This design comes from an exercise in tuning for small area on the open sky130 flow, not from production work. Function was not checked in any run shown here: the RTL went through the layout flow alone. Power is estimated from default activity; no workload was simulated.

==> flow/config.mk <==
export PLATFORM = sky130hd
export DESIGN_NAME = stackCalculator
export DESIGN_NICKNAME = stackCalculator
export VERILOG_FILES = /design/flow/design.v
export SDC_FILE = /design/flow/constraint.sdc
export NUM_CORES = 4
export LEC_CHECK = 0
export CAP_MARGIN = 20
export CORE_MARGIN = 2
export CORE_UTILIZATION = 40
export CTS_BUF_LIST = sky130_fd_sc_hd__clkbuf_8
export CTS_CLUSTER_DIAMETER = 50
export CTS_CLUSTER_SIZE = 18
export SLEW_MARGIN = 20
==> flow/constraint.sdc <==
create_clock -name core_clock -period 6.0 [get_ports {CLK}]
set_input_delay 1.2000 -clock core_clock [delete_from_list [all_inputs] [get_ports {CLK}]]
set_output_delay 1.2000 -clock core_clock [all_outputs]
set_load 0.01 [all_outputs]
==> flow/design.v <==
`default_nettype none
package stackPkg;
    localparam int DEFAULT_ADDR_WIDTH = 7;    
    localparam int DATA_WIDTH = 8;
    typedef logic [DATA_WIDTH-1:0] dataWord;
endpackage
`default_nettype wire
`default_nettype none
package commandPkg;
    typedef logic [3:0] buttonCode;
    typedef enum logic [2:0] {
        cmdNone,
        cmdPush,      
        cmdPop,       
        cmdAdd,       
        cmdSub,       
        cmdTop,       
        cmdIncAddr,   
        cmdDecAddr    
    } calcCommand;
    localparam buttonCode BTN_RELEASED = 4'b0000;   
    localparam buttonCode BTN_CLEAR    = 4'b1010;   
    localparam buttonCode BTN_PUSH     = 4'b0001;
    localparam buttonCode BTN_POP      = 4'b0010;
    localparam buttonCode BTN_ADD      = 4'b0101;
    localparam buttonCode BTN_SUB      = 4'b0110;
    localparam buttonCode BTN_TOP      = 4'b1001;
    localparam buttonCode BTN_DEC_ADDR = 4'b1110;
    localparam buttonCode BTN_INC_ADDR = 4'b1101;
    typedef enum logic [3:0] {
        stIdle,
        stPushWrite,       
        stReadFirst,       
        stCaptureFirst,    
        stClearFirst,      
        stReadSecond,      
        stCaptureSecond,   
        stWriteResult,     
        stPopWrite         
    } seqState;
endpackage
`default_nettype wire
`default_nettype none
module stackMemory
(
    input  wire logic         CLK,
    input  wire logic [7:0]   tapWe,      
    input  wire logic [7:0]   wrData,     
    output logic [7:0][7:0]   tapRd       
);
    logic [127:0][7:0] ring;
    always_comb
    begin
        for (int j = 0; j < 8; j++)
            tapRd[j] = ring[(16 * j + 127) % 128];
    end
    logic [127:0][7:0] ringNext;
    always_comb
    begin
        for (int i = 0; i < 128; i++)
        begin
            if ((i % 16) == 0)
                ringNext[i] = tapWe[i / 16] ? wrData : ring[(i + 127) % 128];
            else
                ringNext[i] = ring[i - 1];
        end
    end
    always_ff @(posedge CLK)
    begin
        ring <= ringNext;
    end
endmodule
`default_nettype wire
`default_nettype none
import stackPkg::*;
import commandPkg::*;
module stackCalculator
(
    input  wire logic      CLK,
    input  wire logic      rst,
    input  commandPkg::buttonCode      buttons,
    input  stackPkg::dataWord        switches,
    output logic [7:0]     leds,
    output stackPkg::dataWord        displayValue
);
    localparam logic [1:0] K_PUSH = 2'd0;    
    localparam logic [1:0] K_SHOW = 2'd1;    
    localparam logic [1:0] K_ADD  = 2'd2;    
    localparam logic [1:0] K_SUB  = 2'd3;    
    logic [6:0] rot;           
    logic       armed;
    logic [6:0] top;           
    logic [6:0] da;
    stackPkg::dataWord dv;     
    logic       pendZ;         
    logic       pendD;         
    logic       sFirst;        
    logic [1:0] kind;
    logic isPush, isPop, isAdd, isSub, isTop, isInc, isDec, isClear, isCmd, fire;
    assign isPush  = (buttons == BTN_PUSH);
    assign isPop   = (buttons == BTN_POP);
    assign isAdd   = (buttons == BTN_ADD);
    assign isSub   = (buttons == BTN_SUB);
    assign isTop   = (buttons == BTN_TOP);
    assign isInc   = (buttons == BTN_INC_ADDR);
    assign isDec   = (buttons == BTN_DEC_ADDR);
    assign isClear = (buttons == BTN_CLEAR);
    assign isCmd   = isPush | isPop | isAdd | isSub | isTop | isInc | isDec;
    assign fire    = armed & isCmd;
    logic empty, canCombine;
    assign empty      = (top == 7'd0);
    assign canCombine = (top != 7'd0) && (top != 7'h7F);
    logic [6:0] rotNext, f, e;
    assign rotNext = rot + 7'd1;
    assign f       = rotNext - top;
    assign e       = rotNext - da;
    logic       useE;
    logic [2:0] tap;
    logic [7:0][7:0] tapRd;
    stackPkg::dataWord rd;
    assign tap = useE ? e[6:4] : f[6:4];
    assign rd  = tapRd[tap];
    logic isSubK;
    stackPkg::dataWord sum, result, capt;
    assign isSubK = (kind == K_SUB);
    assign sum    = rd + dv + {7'd0, isSubK && !sFirst};     
    assign result = (isSubK && sFirst) ? ~sum : sum;         
    logic [6:0] topN, daN, step;
    logic       pendZN, pendDN, sFirstN, armedN;
    logic [1:0] kindN;
    stackPkg::dataWord dvN;
    logic       we;
    stackPkg::dataWord wrData;
    logic       fHit0, fHit1, fHit2, eHit0, eHit1, eHit2;
    assign fHit0 = (f[3:0] == 4'd0);
    assign fHit1 = (f[3:0] == 4'd1);
    assign fHit2 = (f[3:0] == 4'd2);
    assign eHit0 = (e[3:0] == 4'd0);
    assign eHit1 = (e[3:0] == 4'd1);
    assign eHit2 = (e[3:0] == 4'd2);
    assign step = ((isInc || isDec) ? da : top) + ((isPush || isDec) ? 7'h7F : 7'd1);
    always_comb
    begin
        topN    = top;
        daN     = da;
        pendZN  = pendZ;
        pendDN  = pendD;
        sFirstN = sFirst;
        kindN   = kind;
        dvN     = dv;
        armedN  = armed;
        we      = 1'b0;
        wrData  = '0;
        useE    = 1'b0;
        if (buttons == BTN_RELEASED)
            armedN = 1'b1;
        else if (isCmd)
            armedN = 1'b0;
        if (fire)
        begin
            pendZN  = 1'b0;
            pendDN  = 1'b0;
            sFirstN = 1'b0;
            useE    = isInc || isDec;
            if (isPush)
            begin
                topN   = step;
                daN    = step;
                dvN    = switches;
                kindN  = K_PUSH;
                we     = fHit0;
                wrData = switches;
                pendDN = !fHit0;
            end
            else if ((isPop && !empty) || ((isAdd || isSub) && canCombine))
            begin
                topN   = step;
                daN    = step;
                kindN  = isAdd ? K_ADD : (isSub ? K_SUB : K_SHOW);
                we     = fHit1;
                pendZN = !fHit1;
                pendDN = !fHit2;
                if (fHit1 && !isPop)
                    dvN = isSub ? ~rd : rd;              
                if (fHit2)
                begin
                    if (isPop)
                        dvN = rd;
                    else
                    begin
                        dvN     = isSub ? ~rd : rd;      
                        sFirstN = 1'b1;
                        pendDN  = 1'b1;
                    end
                end
            end
            else if (isTop)
            begin
                daN    = top;
                kindN  = K_SHOW;
                pendDN = !fHit1;
                if (fHit1)
                    dvN = rd;
            end
            else if (isInc || isDec)
            begin
                daN    = step;
                kindN  = K_SHOW;
                pendDN = !(isInc ? eHit2 : eHit0);
                if (isInc ? eHit2 : eHit0)
                    dvN = rd;
            end
        end
        else if (pendZ && fHit0)
        begin
            we     = 1'b1;
            pendZN = 1'b0;
            if (kind[1])
                dvN = sFirst ? result : (isSubK ? ~rd : rd);
        end
        else if (pendD && eHit1)
        begin
            useE = 1'b1;
            case (kind)
                K_PUSH:
                begin
                    we     = 1'b1;
                    wrData = switches;
                    pendDN = 1'b0;
                end
                K_SHOW:
                begin
                    dvN    = rd;
                    pendDN = 1'b0;
                end
                default:
                begin
                    we     = 1'b1;
                    wrData = sFirst ? dv : result;
                    pendDN = 1'b0;
                    if (!sFirst)
                        dvN = result;
                end
            endcase
        end
        if (isClear)
        begin
            topN = '0;
            daN  = '0;
            dvN  = '0;
        end
        if (rst)
        begin
            armedN = 1'b1;
            topN   = '0;
            daN    = '0;
            dvN    = '0;
            pendZN = 1'b0;
            pendDN = 1'b0;
        end
    end
    logic [7:0] tapWe;
    always_comb
    begin
        tapWe = '0;
        tapWe[tap] = we;
    end
    stackMemory i_stackMemory (
        .CLK    (CLK),
        .tapWe  (tapWe),
        .wrData (wrData),
        .tapRd  (tapRd)
    );
    always_ff @(posedge CLK)
    begin
        rot    <= rotNext;
        armed  <= armedN;
        top    <= topN;
        da     <= daN;
        dv     <= dvN;
        pendZ  <= pendZN;
        pendD  <= pendDN;
        sFirst <= sFirstN;
        kind   <= kindN;
    end
    assign leds         = {empty, da};
    assign displayValue = dv;
endmodule
`default_nettype wire
==> flow/run.sh <==
#!/bin/bash
# synth_recipe.tcl (not shown) runs the flow's synth.tcl, then flattens the netlist and writes it again
# the make line also repeats each setting of config.mk as NAME=value (left out here)
make -C /OpenROAD-flow-scripts/flow DESIGN_CONFIG=/design/flow/config.mk WORK_HOME=/design/flow/orfs CLKGATE_MAP_FILE= SYNTH_SCRIPT=/design/flow/synth_recipe.tcl finish
==> flow_summary.json, run 1 <==
{
  "antenna_found_initial": 2,
  "cts_buffers": 80,
  "cp_max_fo": 8,
  "final_core_util_pct": 46.24,
  "finalNonFillerCells": 2911,
  "synthesis.nets": 1893,
  "postSynthRegisterBits": 1059,
  "number_of_cell_rows": 93,
  "via_count_of_the_first_global_routing_pass": 12400,
  "netlist-cell-type-count": 89,
  "holdCritStartpoint": "i_stackMemory.ring[911]$_DFF_P_",
  "end_kind": "flop",
  "max-cap-violations": 0,
  "route.antenna.remaining_nets": 0,
  "wl_cell_um": 15.17,
  "run_status": "no timing/DRC/antenna violations",
  "synth.area.top_cells": "sky130_fd_sc_hd__dfxtp_1 (80%), sky130_fd_sc_hd__nand2_1 (1.6%), sky130_fd_sc_hd__nor2_1 (1.3%)",
  "yosysTopAreaCellShare_pct": 80.41,
  "die_w_um": 260.4,
  "worstRegToRegCells": 26,
  "clock_tree_from_tritoncts": "done",
  "dr_iter_0_viols": 827,
  "crit-reg2reg-capture": "i_stackMemory.ring[775]$_DFF_P_",
  "critPathLaunchType": "flop",
  "placement.io_buffers": 29,
  "ctsRootBufferMaster": "sky130_fd_sc_hd__clkbuf_8",
  "gp_routability_congestion": 0.8664,
  "vias": 12880,
  "top_level_ports": 30,
  "largest_net_degree_at_the_start_of_global_routing": 24,
  "firstDrtPassIters": 5,
  "yosysSeqAreaShare_pct": 80.75,
  "syn_area_per_cell_um2": 14.22,
  "cellLeakagePower_uw": 0.01178,
  "setup.worst_path.class": "reg -> reg",
  "clock-sinks": 1059,
  "die_h_um": 260.4,
  "totalWireLength_um": 44150,
  "syn-instance-count": 1849,
  "clock_latency_ps": 710,
  "final.setup.tns_ps": 0,
  "effective_utilization_at_floorplan_pct": 40.64,
  "num-nets-final": 2052,
  "ir_worst_vdd_mv": 0.1679,
  "whs_path_depth": 0,
  "dp.final_hpwl_um": 30380,
  "grt_pass1_wl_um": 68330,
  "drc_errors": 0,
  "regToRegStartpoint": "rot[0]$_DFF_P_",
  "final.min_clock_period_ps": 5717,
  "final_common_cell": "sky130_fd_sc_hd__dfxtp_1",
  "critical_path_arrival_ps": 6310,
  "slew_at_the_pin_with_the_worst_max_slew_slack_ps": 1082,
  "die_area_um2": 67790,
  "layout_worst_path_cycle_share_pct": 95.29,
  "worst-endpoint-required_ps": 6600,
  "worst_clock_skew_ps": 44.34,
  "timing.hold.ws_ps": 304.1,
  "area_delta_synth_final_pct": 13.79,
  "cts_htree_levels": 3,
  "regToRegSetupSlack_ps": 280,
  "ys_warn_count": 2,
  "place_inst": 2775,
  "report.final.hold_viol_count": 0,
  "synth_enable_flop_cells": 3,
  "max_slew_margin_pct": 27.84,
  "setup_viol": 0,
  "netlist_area_um2": 26290,
  "clk_transition_reported_paths_ps": 100,
  "fp.coreArea_um2": 64700,
  "whs_endpoint": "i_stackMemory.ring[919]$_DFF_P_",
  "mostFrequentLayoutCells": "sky130_fd_sc_hd__dfxtp_1 (1,053), sky130_fd_sc_hd__nand2_1 (112), sky130_fd_sc_hd__buf_4 (91), sky130_fd_sc_hd__nor2_1 (89), sky130_fd_sc_hd__clkbuf_8 (86)",
  "min-delay-path-class": "reg -> reg",
  "post_drt_via_cell_ratio": 4.425,
  "power_per_cell_area_nw_per_um2": 378.4,
  "post_route_cells_drive_above_1_share_pct": 13.83,
  "ys_async_sr_fraction_pct": 0,
  "ctsLongestPathBuffers": 3,
  "grt_overflow_total": 0,
  "grt_use_total_pct": 13.16,
  "final-max-slew-violation-count": 0,
  "cts-hold-fix-buffers": 0,
  "synth_top_cell_by_area": "sky130_fd_sc_hd__dfxtp_1",
  "max_freq_mhz": 174.9,
  "ys.flop_type": "sky130_fd_sc_hd__dfxtp_1"
}
## cells by family (layout without fill, tap and decap cells)
kind of cell	count (synthesis)	count (layout)	synth area share, %
flip-flops	1059	1059	80.75
AND/OR/NAND/NOR	309	309	5.573
AO/OA/AOI/OAI	284	284	7.386
buffers and inverters	90	295	1.580
multiplexers	46	46	1.861
XOR/XNOR	31	31	1.275
adder cells (fa/ha/maj)	30	30	1.571
other	0	2	0
## how the worst max path moves through the flow
stage	startpoint	to	cells after the start
global placement	buttons[0]	i_stackMemory.ring[519]$_DFF_P_	24
global route	rot[0]$_DFF_P_	dv[7]$_SDFFE_PP0P_	27
floorplan	rot[0]$_DFF_P_	i_stackMemory.ring[775]$_DFF_P_	26
finish	rot[0]$_DFF_P_	i_stackMemory.ring[775]$_DFF_P_	26
CTS	rot[2]$_DFF_P_	i_stackMemory.ring[135]$_DFF_P_	26
detailed placement	buttons[0]	i_stackMemory.ring[391]$_DFF_P_	24
## where the power goes
group	internal (uW)	switching (uW)	total (uW)	leakage, uW
logic	154	200	355	0.00240
registers	7130	50.9	7180	0.00854
clock network	1550	2240	3790	0.000846
## sequential cells by signal, summed over array words and instances, names as in the netlist
register	count
rot	7
da	7
armed	1
top	7
dv	8
kind	2
sFirst	1
pendD	1
pendZ	1
i_stackMemory.ring	1024
## metrics by stage
step / worst slack (ps) / instance area [um^2] / power, uW
floorplan: 160.1 / 26290 / 7533
global placement: -137.9 / 28130 / 7688
detailed placement: -259.8 / 28130 / 7692
CTS: 25.13 / 29790 / 11480
global route: -23.11 / 29910 / 11810
finish: 282.8 / 29920 / 11320
## worst max-delay path, cell delays in order, from the launching register on
cell and delay (ps):
sky130_fd_sc_hd__dfxtp_2 360, sky130_fd_sc_hd__buf_4 140, sky130_fd_sc_hd__nand3_1 120, sky130_fd_sc_hd__xnor2_2 240
sky130_fd_sc_hd__buf_4 150, sky130_fd_sc_hd__ha_1 240, sky130_fd_sc_hd__or3_4 400, sky130_fd_sc_hd__a211o_4 380
sky130_fd_sc_hd__nor2_8 100, sky130_fd_sc_hd__a22o_4 160, sky130_fd_sc_hd__mux2i_4 240, sky130_fd_sc_hd__buf_12 150
sky130_fd_sc_hd__mux2i_1 220, sky130_fd_sc_hd__mux2i_1 110, sky130_fd_sc_hd__mux2_2 290, sky130_fd_sc_hd__ha_1 260
sky130_fd_sc_hd__nor2b_1 120, sky130_fd_sc_hd__o21ai_1 150, sky130_fd_sc_hd__a21boi_1 100, sky130_fd_sc_hd__o21ai_1 170
sky130_fd_sc_hd__a21boi_1 100, sky130_fd_sc_hd__o21a_1 180, sky130_fd_sc_hd__or2_2 280, sky130_fd_sc_hd__mux2_2 240
sky130_fd_sc_hd__a21boi_1 200, sky130_fd_sc_hd__o211ai_2 190, sky130_fd_sc_hd__mux2_4 310
## synthesized netlist by cell type, types with 4 or more instances
cell type and n:
sky130_fd_sc_hd__clkbuf_1 26, sky130_fd_sc_hd__nor2_1 89, sky130_fd_sc_hd__buf_2 11, sky130_fd_sc_hd__nand3_1 25, sky130_fd_sc_hd__o211a_1 4, sky130_fd_sc_hd__buf_6 7
sky130_fd_sc_hd__nand3b_1 4, sky130_fd_sc_hd__a221oi_1 4, sky130_fd_sc_hd__a21oi_1 65, sky130_fd_sc_hd__o21a_1 7, sky130_fd_sc_hd__nand2b_1 10, sky130_fd_sc_hd__xor2_1 11
sky130_fd_sc_hd__nand2_1 112, sky130_fd_sc_hd__nor2b_1 7, sky130_fd_sc_hd__o211ai_1 5, sky130_fd_sc_hd__a211oi_1 30, sky130_fd_sc_hd__and2_1 6, sky130_fd_sc_hd__o21ai_2 7
sky130_fd_sc_hd__a21boi_0 6, sky130_fd_sc_hd__ha_1 25, sky130_fd_sc_hd__a311o_1 8, sky130_fd_sc_hd__mux2i_1 31, sky130_fd_sc_hd__a31oi_1 10, sky130_fd_sc_hd__a21o_1 13
sky130_fd_sc_hd__nand4_1 7, sky130_fd_sc_hd__mux2_2 12, sky130_fd_sc_hd__or3_1 5, sky130_fd_sc_hd__nor3_1 13, sky130_fd_sc_hd__a22oi_1 10, sky130_fd_sc_hd__and3_1 9
sky130_fd_sc_hd__o21ai_0 65, sky130_fd_sc_hd__o21ai_1 4, sky130_fd_sc_hd__dfxtp_1 1056, sky130_fd_sc_hd__fa_1 5, sky130_fd_sc_hd__xnor2_1 16, sky130_fd_sc_hd__inv_1 40
## timing repair
| action | 4_1_cts | 5_1_grt |
|---|---|---|
| pin swaps | 0 | 4 |
| endpoints found under the setup margin | 9 | 30 |
| gates cloned | 0 | 0 |
| setup buffers | 2 | 4 |
| gates resized for setup | 5 | 19 |
## routing by layer
| layer | share of wire [%] | GRT usage [%] | vias to the layer above |
|---|---|---|---|
| met5 | 0 | 0 | - |
| met1 | 50 | 18.37 | 6071 |
| met3 | 4.8 | 2.846 | 68 |
| met4 | 2.1 | 4.794 | 0 |
| met2 | 43 | 20.12 | 269 |
| li1 | - | - | 6474 |
## layout make-up
cell class                      instances  area (um^2)
Antenna cell                            2        5.005
Sequential cell                      1059        21230
Clock inverter                         42        452.9
Timing Repair Buffer                  125         1065
Multi-Input combinational cell        700         4748
Clock buffer                           86         1184
Tap cell                              855         1070
Inverter                               42        157.7
Fill cell                            5742        34780
==> inputs of run 2 (changes only) <==
--- a/flow/config.mk
+++ b/flow/config.mk
@@ -8,7 +8,8 @@
 export CAP_MARGIN = 20
 export CORE_MARGIN = 2
-export CORE_UTILIZATION = 40
+export CORE_UTILIZATION = 65
 export CTS_BUF_LIST = sky130_fd_sc_hd__clkbuf_8
-export CTS_CLUSTER_DIAMETER = 50
-export CTS_CLUSTER_SIZE = 18
+export CTS_CLUSTER_DIAMETER = 45
+export CTS_CLUSTER_SIZE = 22
+export PLACE_DENSITY = 0.75
 export SLEW_MARGIN = 20
==> run 2 against run 1 <==
  * Still clean on timing, DRC and antenna
  * Non-clock buffer count down 19
  * Sequential share of layout area increased by 2.5 points
  * Utilization increased by 26 points
  * Combinational power fell by 1%
  * Sequential cell count unchanged
  * Hold slack better by 11 ps
  * Clock skew rose by 7.3 ps
  * Critical path type unchanged
  * First-iteration DRC count decreased by 16%
==> flow_summary.json, run 2 <==
{
  "run_status": "no timing/DRC/antenna violations",
  "grt_use_total_pct": 22.81,
  "totalWireLength_um": 46660,
  "synth_simple_gate_area_share_pct": 5.573,
  "clk_transition_reported_paths_ps": 120,
  "netlist_area_um2": 26290,
  "largest_net_degree_at_the_start_of_global_routing": 24,
  "cts_buffers": 67,
  "min-delay-path-class": "reg -> reg",
  "placement.io_buffers": 29,
  "max-cap-violations": 0,
  "syn_area_per_cell_um2": 14.22,
  "end_kind": "flop",
  "ir_worst_vdd_mv": 0.3233,
  "clock_tree_from_tritoncts": "done",
  "clock-sinks": 1059,
  "postSynthRegisterBits": 1059,
  "clock_latency_ps": 660,
  "fp.coreArea_um2": 39820,
  "effective_utilization_at_floorplan_pct": 66.02,
  "timing.hold.ws_ps": 315.1,
  "ctsRootBufferMaster": "sky130_fd_sc_hd__clkbuf_8",
  "synthesis.nets": 1893,
  "regToRegStartpoint": "rot[1]$_DFF_P_",
  "final-max-slew-violation-count": 0,
  "critical_path_arrival_ps": 6390,
  "cellLeakagePower_uw": 0.01148,
  "final.setup.tns_ps": 0,
  "ys_async_sr_fraction_pct": 0,
  "yosysTopAreaCellShare_pct": 80.41,
  "post_drt_via_cell_ratio": 5.131,
  "synth_top_family_by_area": "compound AO/OA/AOI/OAI gates",
  "die_h_um": 205.1,
  "number_of_fillers_in_the_final_layout": 2586,
  "final_common_cell": "sky130_fd_sc_hd__dfxtp_1",
  "layout_worst_path_cycle_share_pct": 96.31,
  "final.min_clock_period_ps": 5779,
  "synth.area.top_cells": "sky130_fd_sc_hd__dfxtp_1 (80%), sky130_fd_sc_hd__nand2_1 (1.6%), sky130_fd_sc_hd__nor2_1 (1.3%)",
  "firstDrtPassIters": 5,
  "report.final.hold_viol_count": 0,
  "die_area_um2": 42070,
  "ys_warn_count": 2,
  "dr_iter_0_viols": 697,
  "holdCritStartpoint": "i_stackMemory.ring[559]$_DFF_P_",
  "gp_routability_congestion": 0.8828,
  "synth-adder-area-share_pct": 1.571,
  "wl_cell_um": 18.47,
  "synthTopCellsByCount": "sky130_fd_sc_hd__dfxtp_1 (1,056), sky130_fd_sc_hd__nand2_1 (112), sky130_fd_sc_hd__nor2_1 (89), sky130_fd_sc_hd__a21oi_1 (65), sky130_fd_sc_hd__o21ai_0 (65)",
  "vias": 12960,
  "max_slew_margin_pct": 28.91,
  "grt_pass1_wl_um": 71440,
  "max_freq_mhz": 173.0,
  "yosys.cell_count.top_type": "sky130_fd_sc_hd__dfxtp_1",
  "yosysSeqAreaShare_pct": 80.75,
  "synth_enable_flop_cells": 3,
  "setup_viol": 0,
  "worst_clock_skew_ps": 51.60,
  "slew_at_the_pin_with_the_worst_max_slew_slack_ps": 1062,
  "syn-instance-count": 1849,
  "mostFrequentLayoutCells": "sky130_fd_sc_hd__dfxtp_1 (1,056), sky130_fd_sc_hd__nand2_1 (112), sky130_fd_sc_hd__nor2_1 (88), sky130_fd_sc_hd__buf_4 (75), sky130_fd_sc_hd__clkbuf_8 (68)",
  "fraction_of_the_mapped_netlist_area_in_compound_gates_pct": 7.386,
  "grt_overflow_total": 0,
  "drc_errors": 0,
  "area_delta_synth_final_pct": 9.918,
  "die_w_um": 205.1,
  "dp.final_hpwl_um": 31920,
  "cts_htree_levels": 3,
  "ys.flop_type": "sky130_fd_sc_hd__dfxtp_1",
  "cp_max_fo": 9,
  "setup.worst_path.class": "reg -> reg",
  "worstSetupStartpoint": "rot[1]$_DFF_P_",
  "num-nets-final": 2020,
  "via_count_of_the_first_global_routing_pass": 12920,
  "critPathLaunchType": "flop",
  "antenna-diode-count": 0,
  "largest_register_ffs": 1024,
  "antenna_found_initial": 1,
  "largest-register": "i_stackMemory.ring",
  "registers_with_the_most_flip_flops": "i_stackMemory.ring: 1024 flops, dv: 8 flops",
  "number_of_cell_rows": 73,
  "power_per_cell_area_nw_per_um2": 374.5,
  "worst-endpoint-required_ps": 6610,
  "netlist-cell-type-count": 89,
  "final_core_util_pct": 72.57,
  "post_route_cells_drive_above_1_share_pct": 11.74,
  "route.antenna.remaining_nets": 0,
  "top_level_ports": 30,
  "synth_top_cell_by_area": "sky130_fd_sc_hd__dfxtp_1",
  "synthXorXnorAreaFrac_pct": 1.275,
  "ctsLongestPathBuffers": 3,
  "synth_mux_area_share_pct": 1.861
}
-- run 2: cell counts after synthesis --
No cell type changed its count.
-- run 2: power breakdown --
part	internal [uW]	switching, uW	total (uW)
Sequential	7130	55.4	7190
Combinational	147	203	350
Clock	1200	2080	3280
Total	8480	2340	10800
-- run 2: worst max-delay path, cell delays in order (launching register included) --
cell                       delay, ps
sky130_fd_sc_hd__dfxtp_1         360
sky130_fd_sc_hd__ha_2            230
sky130_fd_sc_hd__xor2_2          210
sky130_fd_sc_hd__ha_4            250
sky130_fd_sc_hd__and3b_4         210
sky130_fd_sc_hd__or3_4           370
sky130_fd_sc_hd__a211o_4         390
sky130_fd_sc_hd__nor2_8          110
sky130_fd_sc_hd__a22o_4          160
sky130_fd_sc_hd__mux2i_4         260
sky130_fd_sc_hd__buf_12          170
sky130_fd_sc_hd__mux2i_1         220
sky130_fd_sc_hd__mux2i_1         100
sky130_fd_sc_hd__mux2_2          300
sky130_fd_sc_hd__ha_1            260
sky130_fd_sc_hd__nor2b_1         120
sky130_fd_sc_hd__o21ai_1         150
sky130_fd_sc_hd__a21boi_1        110
sky130_fd_sc_hd__o21ai_1         160
sky130_fd_sc_hd__a21boi_0        130
sky130_fd_sc_hd__o21a_2          240
sky130_fd_sc_hd__or2_2           290
sky130_fd_sc_hd__mux2_2          280
sky130_fd_sc_hd__a21boi_2        170
sky130_fd_sc_hd__o211ai_4        280
sky130_fd_sc_hd__mux2_2          220
-- run 2: area by class of cell --
cell class | instances | area, um^2 | share of cell area (%)
Clock buffer | 68 | 935.9 | 3.239
Clock inverter | 26 | 281.5 | 0.9742
Inverter | 42 | 157.7 | 0.5455
Timing Repair Buffer | 106 | 893.4 | 3.091
Tap cell | 525 | 656.9 | 2.273
Sequential cell | 1059 | 21230 | 73.47
Multi-Input combinational cell | 700 | 4742 | 16.41
-- run 2: repair_timing --
| item | in CTS | in global routing |
|---|---|---|
| pin swaps | 1 | 3 |
| resized for setup | 2 | 20 |
| buffers inserted | 0 | 1 |
| hold buffers | 0 | 0 |
| endpoints found under the setup margin | 8 | 26 |
-- run 2: routing by layer --
metal,global-route usage [%],routed length [um],up-vias
met2,38.47,22140,324
met5,0,0,-
met1,29.84,21030,6161
met3,3.754,2130,95
li1,-,-,6382
met4,8.325,1358,0
-- run 2: stage by stage --
stage / area (um^2) / power [uW] / instances / worst slack, ps
global route: 28900 / 11190 / 2526 / -6.197
finish: 28900 / 10820 / 2526 / 221.2
global placement: 27580 / 7678 / 2431 / -221.1
detailed placement: 27580 / 7690 / 2431 / -318.5
CTS: 28800 / 10920 / 2525 / 12.83
floorplan: 26290 / 7533 / 1849 / 160.1
-- run 2: cell families (layout without fill, tap and decap cells) --
logic type | count (synthesis) | in the layout
simple gates | 309 | 309
buf+inv | 90 | 242
mux | 46 | 46
flops | 1059 | 1059
xor+xnor | 31 | 31
compound gates | 284 | 284
fa+ha+maj | 30 | 30
-- run 2: path summary, 6_finish.rpt --
path,end,slack (ps),cells after the start
worst max-delay path,i_stackMemory.ring[647]$_DFF_P_,220,25
worst min-delay path,i_stackMemory.ring[567]$_DFF_P_,320,0
worst max register to register,i_stackMemory.ring[647]$_DFF_P_,220,25
worst min register to register,i_stackMemory.ring[567]$_DFF_P_,320,0

[static timing again, ports no longer ideal]
The results above use ideal ports. As a check the final layouts listed here were re-extracted and re-timed, cells and wires unchanged.
Step 1: set_driving_cell puts a clkbuf_16 on CLK and a buf_2 on each other input, an assumption about the parent block.
Step 2 times the ports against the registers' clock, not the clock port: input delays grow and output delays shrink by t, the midpoint of the rising clock arrivals with the driver on.
Three values: ideal, step 1, step 2; two values: the first two.
run	shift t [ns]	setup WS [ns]	worst register clock-pin slew, ns	worst slew at a driven data input, ns
run 1	0.734	0.283 / 0.283 / -0.033	0.10 / 0.10	0.04
run 2	0.687	0.221 / 0.221 / -0.137	0.13 / 0.13	0.05
Met with ideal ports but missed after step 2: setup timing in run 1 and run 2. The setup slack of run 2, which loses most, moves by 0.000 ns with the drivers and by -0.358 ns with both steps.
